This is an optimization exercise on Yosys and OpenROAD, whose aim is small area, a short achievable clock period and few clock cycles per item, not a production implementation. At most, simulation tests tie the RTL to the original design; equivalence was not proved. Power figures rest on the tool's default switching activity, not on a simulated workload.

## wip/yarrow
## int8_matrix_vector_zero_point_core
module int8_matrix_vector_zero_point_core #(
   parameter int MAX_COLS = 256
) (
   input  logic                                  clock,
   input  logic                                  reset,
   input  logic                                  req_valid,
   output logic                                  req_ready,
   input  logic                                  req_command,
   input  logic signed [i8mvz_pkg::ElemWidth-1:0] req_element,
   input  logic [i8mvz_pkg::IndexWidth-1:0]      req_element_index,
   output logic                                  rsp_valid,
   input  logic                                  rsp_ready,
   output logic signed [i8mvz_pkg::SumWidth-1:0] rsp_row_sum,
   output logic [i8mvz_pkg::RowsWidth-1:0]       rsp_row_index,
   output logic                                  rsp_last_row,
   input  logic                                  csr_write_enable,
   input  logic [1:0]                            csr_index,
   input  logic [i8mvz_pkg::CsrWidth-1:0]        csr_write_data
);
   localparam int AW   = $clog2(MAX_COLS);
   localparam int CW   = i8mvz_pkg::ColsWidth;
   localparam int RW   = i8mvz_pkg::RowsWidth;
   localparam int EW   = i8mvz_pkg::ElemWidth;
   localparam int SW   = i8mvz_pkg::SumWidth;
   localparam int AccW = 24;
   localparam int PW   = 2 * EW + 1;
   localparam int WSTEP = 32;
   localparam int WB    = $clog2(WSTEP);
   localparam int RSTEP = 4;
   localparam int TB    = $clog2(RSTEP);
   logic [EW-1:0] zero_point_ff;
   logic [AW:0]   cols_ff;
   logic [RW-1:0] rows_ff;
   logic [CW-1:0] csr_cols;
   assign csr_cols = csr_write_data[CW-1:0];
   always_ff @(posedge clock) begin
      if (reset) begin
         zero_point_ff <= '0;
         cols_ff       <= (AW+1)'(MAX_COLS);
         rows_ff       <= i8mvz_pkg::RowsReset;
      end else if (csr_write_enable) begin
         if (csr_index == i8mvz_pkg::CSR_ZERO_POINT) begin
            zero_point_ff <= csr_write_data[EW-1:0];
         end
         if (csr_index == i8mvz_pkg::CSR_COLS_IN_USE) begin
            if (csr_cols == '0) begin
               cols_ff <= (AW+1)'(1);
            end else if (32'(csr_cols) > MAX_COLS) begin
               cols_ff <= (AW+1)'(MAX_COLS);
            end else begin
  ...
For scale: about 3,800 cells after synthesis, ~93 I/O pins.
clock: 10.0 ns
lec_check: 0
cap_margin: 20
core_margin: 2
core_utilization: 62
cts_cluster_diameter: 60
cts_cluster_size: 30
place_density: 0.72
setup_slack_margin: 0.3
slew_margin: 20
synth_memory_max_bits: 16384
standard.sh (not shown) runs the stock make flow with config.mk's settings and CLKGATE_MAP_FILE= SYNTH_SCRIPT=/design/flow/synth_recipe.tcl, a recipe that flattens the netlist after the stock synthesis.
==> flow/flow/run.sh <==
#!/bin/bash
# the standard flow (the standard.sh, standard synthesis unchanged) with two
# changes to how the layout is made:
#  - timing repair aims at a shorter clock period than the design's (a larger setup
#    margin); the design is still laid out and signed off at the design's period
#  - ports are buffered with buf_4 instead of the cell buffer_ports picks by default
# make's output goes to make.log; each ORFS step keeps its own log under orfs/logs.
set -euo pipefail
bash standard.sh SETUP_SLACK_MARGIN=6.6 \
   "BUFFER_PORTS_ARGS=-buffer_cell sky130_fd_sc_hd__buf_4" \
   finish > make.log 2>&1
Testbench counts of wip/yarrow, summed over its fixed seeds: cycles 74,919, items 71,425.
### wip/yarrow -> wip/zinc
# wip/yarrow
export LEC_CHECK = 0
export CAP_MARGIN = 20
export CORE_MARGIN = 2
export CORE_UTILIZATION = 62
export CTS_CLUSTER_DIAMETER = 60
export CTS_CLUSTER_SIZE = 30
export PLACE_DENSITY = 0.72
export SETUP_SLACK_MARGIN = 0.3
export SLEW_MARGIN = 20
export SYNTH_MEMORY_MAX_BITS = 16384
create_clock -name core_clock -period 10.0 [get_ports {clock}]
# wip/zinc
export LEC_CHECK = 0
export CAP_MARGIN = 20
export CORE_MARGIN = 2
export CORE_UTILIZATION = 30
export CTS_CLUSTER_DIAMETER = 50
export CTS_CLUSTER_SIZE = 20
export PLACE_DENSITY = 0.38
export SETUP_SLACK_MARGIN = 0.3
export SLEW_MARGIN = 20
export SYNTH_MEMORY_MAX_BITS = 16384
create_clock -name core_clock -period 10.0 [get_ports {clock}]
--- a/flow/flow/run.sh
+++ b/flow/flow/run.sh
@@ -7,5 +7,5 @@
 # make's output goes to make.log; each ORFS step keeps its own log under orfs/logs.
 set -euo pipefail
-bash standard.sh SETUP_SLACK_MARGIN=6.6 \
+bash standard.sh SETUP_SLACK_MARGIN=7.0 \
    "BUFFER_PORTS_ARGS=-buffer_cell sky130_fd_sc_hd__buf_4" \
    finish > make.log 2>&1
Notes after the runs:
wip/yarrow -> wip/zinc: inserted tap cell count increased by more than 100%
Between wip/zinc and wip/yarrow, die area is higher for wip/zinc, wip/yarrow comes in under that.
wip/zinc vs wip/yarrow: first-pass GRT wire length up in wip/zinc
Delta (wip/zinc minus wip/yarrow): detailed route wirelength on metal2 moved up, number of nets in the finished design has increased.
The following lists how wip/indigo was set up differently from wip/zinc:
# wip/zinc
export LEC_CHECK = 0
export CAP_MARGIN = 20
export CORE_MARGIN = 2
export CORE_UTILIZATION = 30
export CTS_CLUSTER_DIAMETER = 50
export CTS_CLUSTER_SIZE = 20
export PLACE_DENSITY = 0.38
export SETUP_SLACK_MARGIN = 0.3
export SLEW_MARGIN = 20
export SYNTH_MEMORY_MAX_BITS = 16384
create_clock -name core_clock -period 10.0 [get_ports {clock}]
# wip/indigo
export LEC_CHECK = 0
export CAP_MARGIN = 20
export CORE_MARGIN = 2
export CORE_UTILIZATION = 62
export CTS_CLUSTER_DIAMETER = 65
export CTS_CLUSTER_SIZE = 35
export PLACE_DENSITY = 0.72
export SETUP_SLACK_MARGIN = 0.3
export SLEW_MARGIN = 20
export SYNTH_MEMORY_MAX_BITS = 16384
create_clock -name core_clock -period 10.0 [get_ports {clock}]
--- a/flow/flow/run.sh
+++ b/flow/flow/run.sh
@@ -7,5 +7,5 @@
 # make's output goes to make.log; each ORFS step keeps its own log under orfs/logs.
 set -euo pipefail
-bash standard.sh SETUP_SLACK_MARGIN=7.0 \
+bash standard.sh SETUP_SLACK_MARGIN=6.6 \
    "BUFFER_PORTS_ARGS=-buffer_cell sky130_fd_sc_hd__buf_4" \
    finish > make.log 2>&1
Results
Diff wip/zinc..wip/indigo | post-synth net total | unchanged. For the relative slew slack, wip/indigo came in 9.4 points lower than wip/zinc did. In the metrics for wip/zinc and wip/indigo, the one carrying the lower non-clock buffer count is wip/indigo. [compare] base=wip/zinc new=wip/indigo: worst setup slack now sits higher, leakage power dropped 2.3 nW, count of clock-buffer cells in the layout dropped 103, share of final-layout standard cells stronger than drive strength 1 dropped 7.5 points.
Inputs modified between wip/indigo and wip/sierra:
# wip/indigo
export LEC_CHECK = 0
export CAP_MARGIN = 20
export CORE_MARGIN = 2
export CORE_UTILIZATION = 62
export CTS_CLUSTER_DIAMETER = 65
export CTS_CLUSTER_SIZE = 35
export PLACE_DENSITY = 0.72
export SETUP_SLACK_MARGIN = 0.3
export SLEW_MARGIN = 20
export SYNTH_MEMORY_MAX_BITS = 16384
create_clock -name core_clock -period 10.0 [get_ports {clock}]
# wip/sierra
export LEC_CHECK = 0
export CAP_MARGIN = 20
export CORE_MARGIN = 2
export CORE_UTILIZATION = 30
export CTS_CLUSTER_DIAMETER = 60
export CTS_CLUSTER_SIZE = 30
export PLACE_DENSITY = 0.38
export SETUP_SLACK_MARGIN = 0.3
export SLEW_MARGIN = 20
export SYNTH_MEMORY_MAX_BITS = 16384
create_clock -name core_clock -period 10.0 [get_ports {clock}]
--- a/flow/flow/run.sh
+++ b/flow/flow/run.sh
@@ -7,5 +7,5 @@
 # make's output goes to make.log; each ORFS step keeps its own log under orfs/logs.
 set -euo pipefail
-bash standard.sh SETUP_SLACK_MARGIN=6.6 \
+bash standard.sh SETUP_SLACK_MARGIN=7.0 \
    "BUFFER_PORTS_ARGS=-buffer_cell sky130_fd_sc_hd__buf_4" \
    finish > make.log 2>&1
--- outcome ---
Sort wip/indigo and wip/sierra by register-to-register slack, descending, and wip/sierra comes first.
Tightest hold margin for wip/sierra: 29 ps down relative to wip/indigo
The area growth from synthesis to final layout of wip/sierra is higher than that of wip/indigo.
wip/sierra vs. wip/indigo: setup slack went down by 120 ps.
## Diff of input files: wip/lagoon against wip/sierra
# wip/sierra
export LEC_CHECK = 0
export CAP_MARGIN = 20
export CORE_MARGIN = 2
export CORE_UTILIZATION = 30
export CTS_CLUSTER_DIAMETER = 60
export CTS_CLUSTER_SIZE = 30
export PLACE_DENSITY = 0.38
export SETUP_SLACK_MARGIN = 0.3
export SLEW_MARGIN = 20
export SYNTH_MEMORY_MAX_BITS = 16384
create_clock -name core_clock -period 10.0 [get_ports {clock}]
# wip/lagoon
export LEC_CHECK = 0
export CAP_MARGIN = 20
export CORE_MARGIN = 2
export CORE_UTILIZATION = 55
export CTS_CLUSTER_DIAMETER = 60
export CTS_CLUSTER_SIZE = 30
export PLACE_DENSITY = 0.65
export SETUP_SLACK_MARGIN = 0.3
export SLEW_MARGIN = 20
export SYNTH_MEMORY_MAX_BITS = 16384
create_clock -name core_clock -period 10.0 [get_ports {clock}]
wip/lagoon: done, clean on timing, DRC and antenna
wip/sierra closes out successfully: all stages finished, all timing, DRC and antenna checks passed.
Delta(non-filler instance count after layout, wip/lagoon - wip/sierra) < 0
Higher combinational power among wip/lagoon and wip/sierra: wip/sierra
Relative to wip/sierra, wip/lagoon degrades initial DRC count.
Diff wip/lagoon..wip/sierra | register-to-register slack | negligible
wip/lagoon ends up with lower sum of routed wire segments on met1 than wip/sierra does.
Going from wip/sierra to wip/lagoon, number of global-route vias before repair shrinks by 1,324.
For the static leakage, wip/lagoon came in 2.9% lower than wip/sierra did.
STATUS worst slew margin relative to its limit: wip/lagoon loses against wip/sierra
The setup slack reported for wip/lagoon is greater than that of wip/sierra by 99 ps.
Input changes introduced in wip/juniper (baseline for comparison: wip/lagoon):
# wip/lagoon
export LEC_CHECK = 0
export CAP_MARGIN = 20
export CORE_MARGIN = 2
export CORE_UTILIZATION = 55
export CTS_CLUSTER_DIAMETER = 60
export CTS_CLUSTER_SIZE = 30
export PLACE_DENSITY = 0.65
export SETUP_SLACK_MARGIN = 0.3
export SLEW_MARGIN = 20
export SYNTH_MEMORY_MAX_BITS = 16384
create_clock -name core_clock -period 10.0 [get_ports {clock}]
# wip/juniper
export LEC_CHECK = 0
export CAP_MARGIN = 20
export CORE_MARGIN = 2
export CORE_UTILIZATION = 62
export CTS_CLUSTER_DIAMETER = 65
export CTS_CLUSTER_SIZE = 32
export PLACE_DENSITY = 0.72
export SETUP_SLACK_MARGIN = 0.3
export SLEW_MARGIN = 20
export SYNTH_MEMORY_MAX_BITS = 16384
create_clock -name core_clock -period 10.0 [get_ports {clock}]
--- a/flow/flow/run.sh
+++ b/flow/flow/run.sh
@@ -7,5 +7,5 @@
 # make's output goes to make.log; each ORFS step keeps its own log under orfs/logs.
 set -euo pipefail
-bash standard.sh SETUP_SLACK_MARGIN=7.0 \
+bash standard.sh SETUP_SLACK_MARGIN=6.6 \
    "BUFFER_PORTS_ARGS=-buffer_cell sky130_fd_sc_hd__buf_4" \
    finish > make.log 2>&1
--- outcome ---
No stage failed in wip/lagoon, and the final checks on the layout all came back clean.
Every stage of the flow completed for wip/juniper, and the final layout passed the timing, design-rule and antenna checks.
Changes observed in wip/juniper relative to wip/lagoon: clock latency on the worst-skew pair closely matched the old numbers, setup slack decreased by 5.0 ps relative to the old numbers.
Against wip/lagoon, wip/juniper comes in about 4.7% lower on total length of routed wires.
| combinational cell fraction of total power | wip/juniper vs wip/lagoon | 0.9 points lower |
There was hardly any difference in multi-input gate share of total cell area between wip/juniper and wip/lagoon.


run A:
int8_matrix_vector_zero_point_core again, from the RTL that the note above started with.
Settings: LEC_CHECK=0, CAP_MARGIN=20, CORE_MARGIN=2, CORE_UTILIZATION=55, CTS_CLUSTER_DIAMETER=60, CTS_CLUSTER_SIZE=30, PLACE_DENSITY=0.65, SETUP_SLACK_MARGIN=0.3, SLEW_MARGIN=20, SYNTH_MEMORY_MAX_BITS=16384; clock period 10.0 ns.
==> flow/flow/run.sh <==
#!/bin/bash
# the standard flow (the standard.sh, standard synthesis unchanged) with two
# changes to how the layout is made:
#  - timing repair aims at a shorter clock period than the design's (a larger setup
#    margin); the design is still laid out and signed off at the design's period
#  - ports are buffered with buf_4 instead of the cell buffer_ports picks by default
# make's output goes to make.log; each ORFS step keeps its own log under orfs/logs.
set -euo pipefail
bash standard.sh SETUP_SLACK_MARGIN=6.5 \
   "BUFFER_PORTS_ARGS=-buffer_cell sky130_fd_sc_hd__buf_4" \
   finish > make.log 2>&1
Testbench counts of run A, summed over its fixed seeds: cycles 74,919, items 71,425.
### run A -> run B
Settings: changing CORE_UTILIZATION from 55 to 70; changing PLACE_DENSITY from 0.65 to 0.8.
-- flow/flow/run.sh --
<<< run A, line 7
# make's output goes to make.log; each ORFS step keeps its own log under orfs/logs.
set -euo pipefail
bash standard.sh SETUP_SLACK_MARGIN=6.5 \
   "BUFFER_PORTS_ARGS=-buffer_cell sky130_fd_sc_hd__buf_4" \
   finish > make.log 2>&1
>>> run B, line 7
# make's output goes to make.log; each ORFS step keeps its own log under orfs/logs.
set -euo pipefail
bash standard.sh SETUP_SLACK_MARGIN=7.0 \
   "BUFFER_PORTS_ARGS=-buffer_cell sky130_fd_sc_hd__buf_4" \
   finish > make.log 2>&1
### Flow results
Largest net degree at the start of global routing: run B vs run A identical. On share of the clock period used by the worst path after layout: between run A and run B, it ends up higher for run A. Against run A, run B comes in about 12% lower on number of standard-cell rows in the floorplan. Final total power | run B below run A. From run B to run A, max-slew violation count did not move at all. Run B vs run A — wire length rose about 28%. The number of tapcells in run B sits 269 below the value recorded for run A. Diff run A -> run B: utilization grew by 18 points, transition at the pin with the smallest max-transition slack grew by 0.064 ns. Looking at endpoint of the worst setup timing path, the rsp_row_sum[31] result is from run B; the rsp_row_index[8] one comes from run A.
#### Input delta (run C over run B)
Settings: CORE_UTILIZATION changed from 70 to 55; PLACE_DENSITY changed from 0.8 to 0.65.
-- flow/flow/run.sh --
<<< run B, line 7
# make's output goes to make.log; each ORFS step keeps its own log under orfs/logs.
set -euo pipefail
bash standard.sh SETUP_SLACK_MARGIN=7.0 \
   "BUFFER_PORTS_ARGS=-buffer_cell sky130_fd_sc_hd__buf_4" \
   finish > make.log 2>&1
>>> run C, line 7
# make's output goes to make.log; each ORFS step keeps its own log under orfs/logs.
set -euo pipefail
bash standard.sh SETUP_SLACK_MARGIN=6.8 \
   "BUFFER_PORTS_ARGS=-buffer_cell sky130_fd_sc_hd__buf_4" \
   finish > make.log 2>&1
==> results.txt <==
Run C ended with less post-route worst hold slack than run B. Compared with run B, in run C relative contribution of sequential cells to total power now smaller; switching power now smaller; power after layout now larger.
The following lists how run D was set up differently from run C:
-- flow/flow/run.sh --
<<< run C, line 7
# make's output goes to make.log; each ORFS step keeps its own log under orfs/logs.
set -euo pipefail
bash standard.sh SETUP_SLACK_MARGIN=6.8 \
   "BUFFER_PORTS_ARGS=-buffer_cell sky130_fd_sc_hd__buf_4" \
   finish > make.log 2>&1
>>> run D, line 7
# make's output goes to make.log; each ORFS step keeps its own log under orfs/logs.
set -euo pipefail
bash standard.sh SETUP_SLACK_MARGIN=6.6 \
   "BUFFER_PORTS_ARGS=-buffer_cell sky130_fd_sc_hd__buf_4" \
   finish > make.log 2>&1
Findings:
- Comparing total power draw for run D and run C, the bigger number came from run C.
- In run D the wire length turned out 1.6% lower than in run C.
- Run D vs. run C: combined flip-flop and latch cell area shows no meaningful change; number of sinks on the clock net shows no meaningful change.


Another version of the RTL of int8_matrix_vector_zero_point_core (not shown whole).
Size in the first run: about 4,400 cells after synthesis, roughly 93 I/O pins, about 72,000 um2 of cells after synthesis.
// int8_matrix_vector_zero_point_core
module int8_matrix_vector_zero_point_core #(
   parameter int MAX_COLS = 256
) (
   input  logic                                  clock,
   input  logic                                  reset,
   input  logic                                  req_valid,
   output logic                                  req_ready,
   input  logic                                  req_command,
   input  logic signed [i8mvz_pkg::ElemWidth-1:0] req_element,
   input  logic [i8mvz_pkg::IndexWidth-1:0]      req_element_index,
   output logic                                  rsp_valid,
   input  logic                                  rsp_ready,
   output logic signed [i8mvz_pkg::SumWidth-1:0] rsp_row_sum,
   output logic [i8mvz_pkg::RowsWidth-1:0]       rsp_row_index,
   output logic                                  rsp_last_row,
   input  logic                                  csr_write_enable,
   input  logic [1:0]                            csr_index,
   input  logic [i8mvz_pkg::CsrWidth-1:0]        csr_write_data
);
make LEC_CHECK=0 CAP_MARGIN=20 CORE_MARGIN=2 CORE_UTILIZATION=30 PLACE_DENSITY=0.38 SETUP_SLACK_MARGIN=0.3 SLEW_MARGIN=20 SYNTH_MEMORY_MAX_BITS=16384 finish   # period 10.0 ns
run.sh (not shown) runs the stock make flow with config.mk's settings and CLKGATE_MAP_FILE= SYNTH_SCRIPT=/design/flow/synth_recipe.tcl, a recipe that flattens the netlist after the stock synthesis.
Stock flow here: none of the scripts above is used.
Rerun with:
==> flow/flow/run.sh (new file) <==
#!/bin/bash
set -euo pipefail
bash standard.sh SETUP_SLACK_MARGIN=6.5 finish > make.log 2>&1
==> flow/standard.sh (new file) <==
#!/bin/bash
# synth_recipe.tcl (not shown) runs the flow's synth.tcl, then flattens the netlist and writes it again
# the make line also repeats each setting of config.mk as NAME=value (left out here)
make -C /OpenROAD-flow-scripts/flow DESIGN_CONFIG=/design/flow/config.mk WORK_HOME=/design/flow/orfs CLKGATE_MAP_FILE= SYNTH_SCRIPT=/design/flow/synth_recipe.tcl "${@:-finish}"
removed: flow/run.sh
Outcome:
- die area stays the same
- power falls by about 0.32%
- cell area grows by about 0.5%
- worst setup slack gains 1.3 ns
- global-route usage hardly moves
- synthesized area is unchanged
- final cell count climbs by 0.81%
- sequential share of layout area decreases by 0.29 points
- combinational power goes up by about 14%
Function was not checked in any run of this note: the RTL went through the layout flow alone.

## separate check: timing with driven ports
No port has a modelled driver above. Below, the same layouts with a new extraction and two added sets of constraints.
Step 1 assumes that a clkbuf_16 drives the clock port and a buf_2 every other input.
Step 2 also shifts input and output timing later by t, the mid clock arrival at the registers, as if the neighbouring blocks saw the same clock.
Slacks: ideal / step 1 / step 2; pairs: ideal / step 1.
run	t (ns)	setup slack, ns	hold slack, ns	worst slew at a driven data input, ns
wip/yarrow	0.758	6.596 / 6.533 / 6.005	0.310 / 0.310 / 0.310	0.08
wip/zinc	0.887	6.504 / 6.426 / 6.068	0.302 / 0.302 / 0.302	0.05
wip/indigo	0.742	6.630 / 6.567 / 6.022	0.320 / 0.320 / 0.320	0.07
wip/sierra	0.864	6.511 / 6.433 / 6.107	0.291 / 0.291 / 0.291	0.05
wip/lagoon	0.765	6.610 / 6.544 / 6.064	0.321 / 0.321 / 0.321	0.06
wip/juniper	0.742	6.605 / 6.541 / 6.037	0.310 / 0.310 / 0.310	0.08
run A	0.754	6.574 / 6.508 / 6.030	0.314 / 0.314 / 0.314	0.08
run B	0.760	6.608 / 6.541 / 6.084	0.316 / 0.316 / 0.316	0.09
run C	0.762	6.615 / 6.551 / 6.008	0.299 / 0.299 / 0.299	0.04
run D	0.759	6.610 / 6.546 / 6.029	0.308 / 0.308 / 0.308	0.05
the first run of note 3	0.928	4.423 / 4.423 / 4.423	0.294 / 0.294 / 0.294	0.09
the second run of note 3	0.924	5.745 / 5.745 / 5.700	0.311 / 0.311 / 0.311	0.09
After both steps setup and hold are still met in every run listed. The setup slack of wip/indigo, which loses most, moves by -0.063 ns with the drivers and by -0.608 ns with both steps.
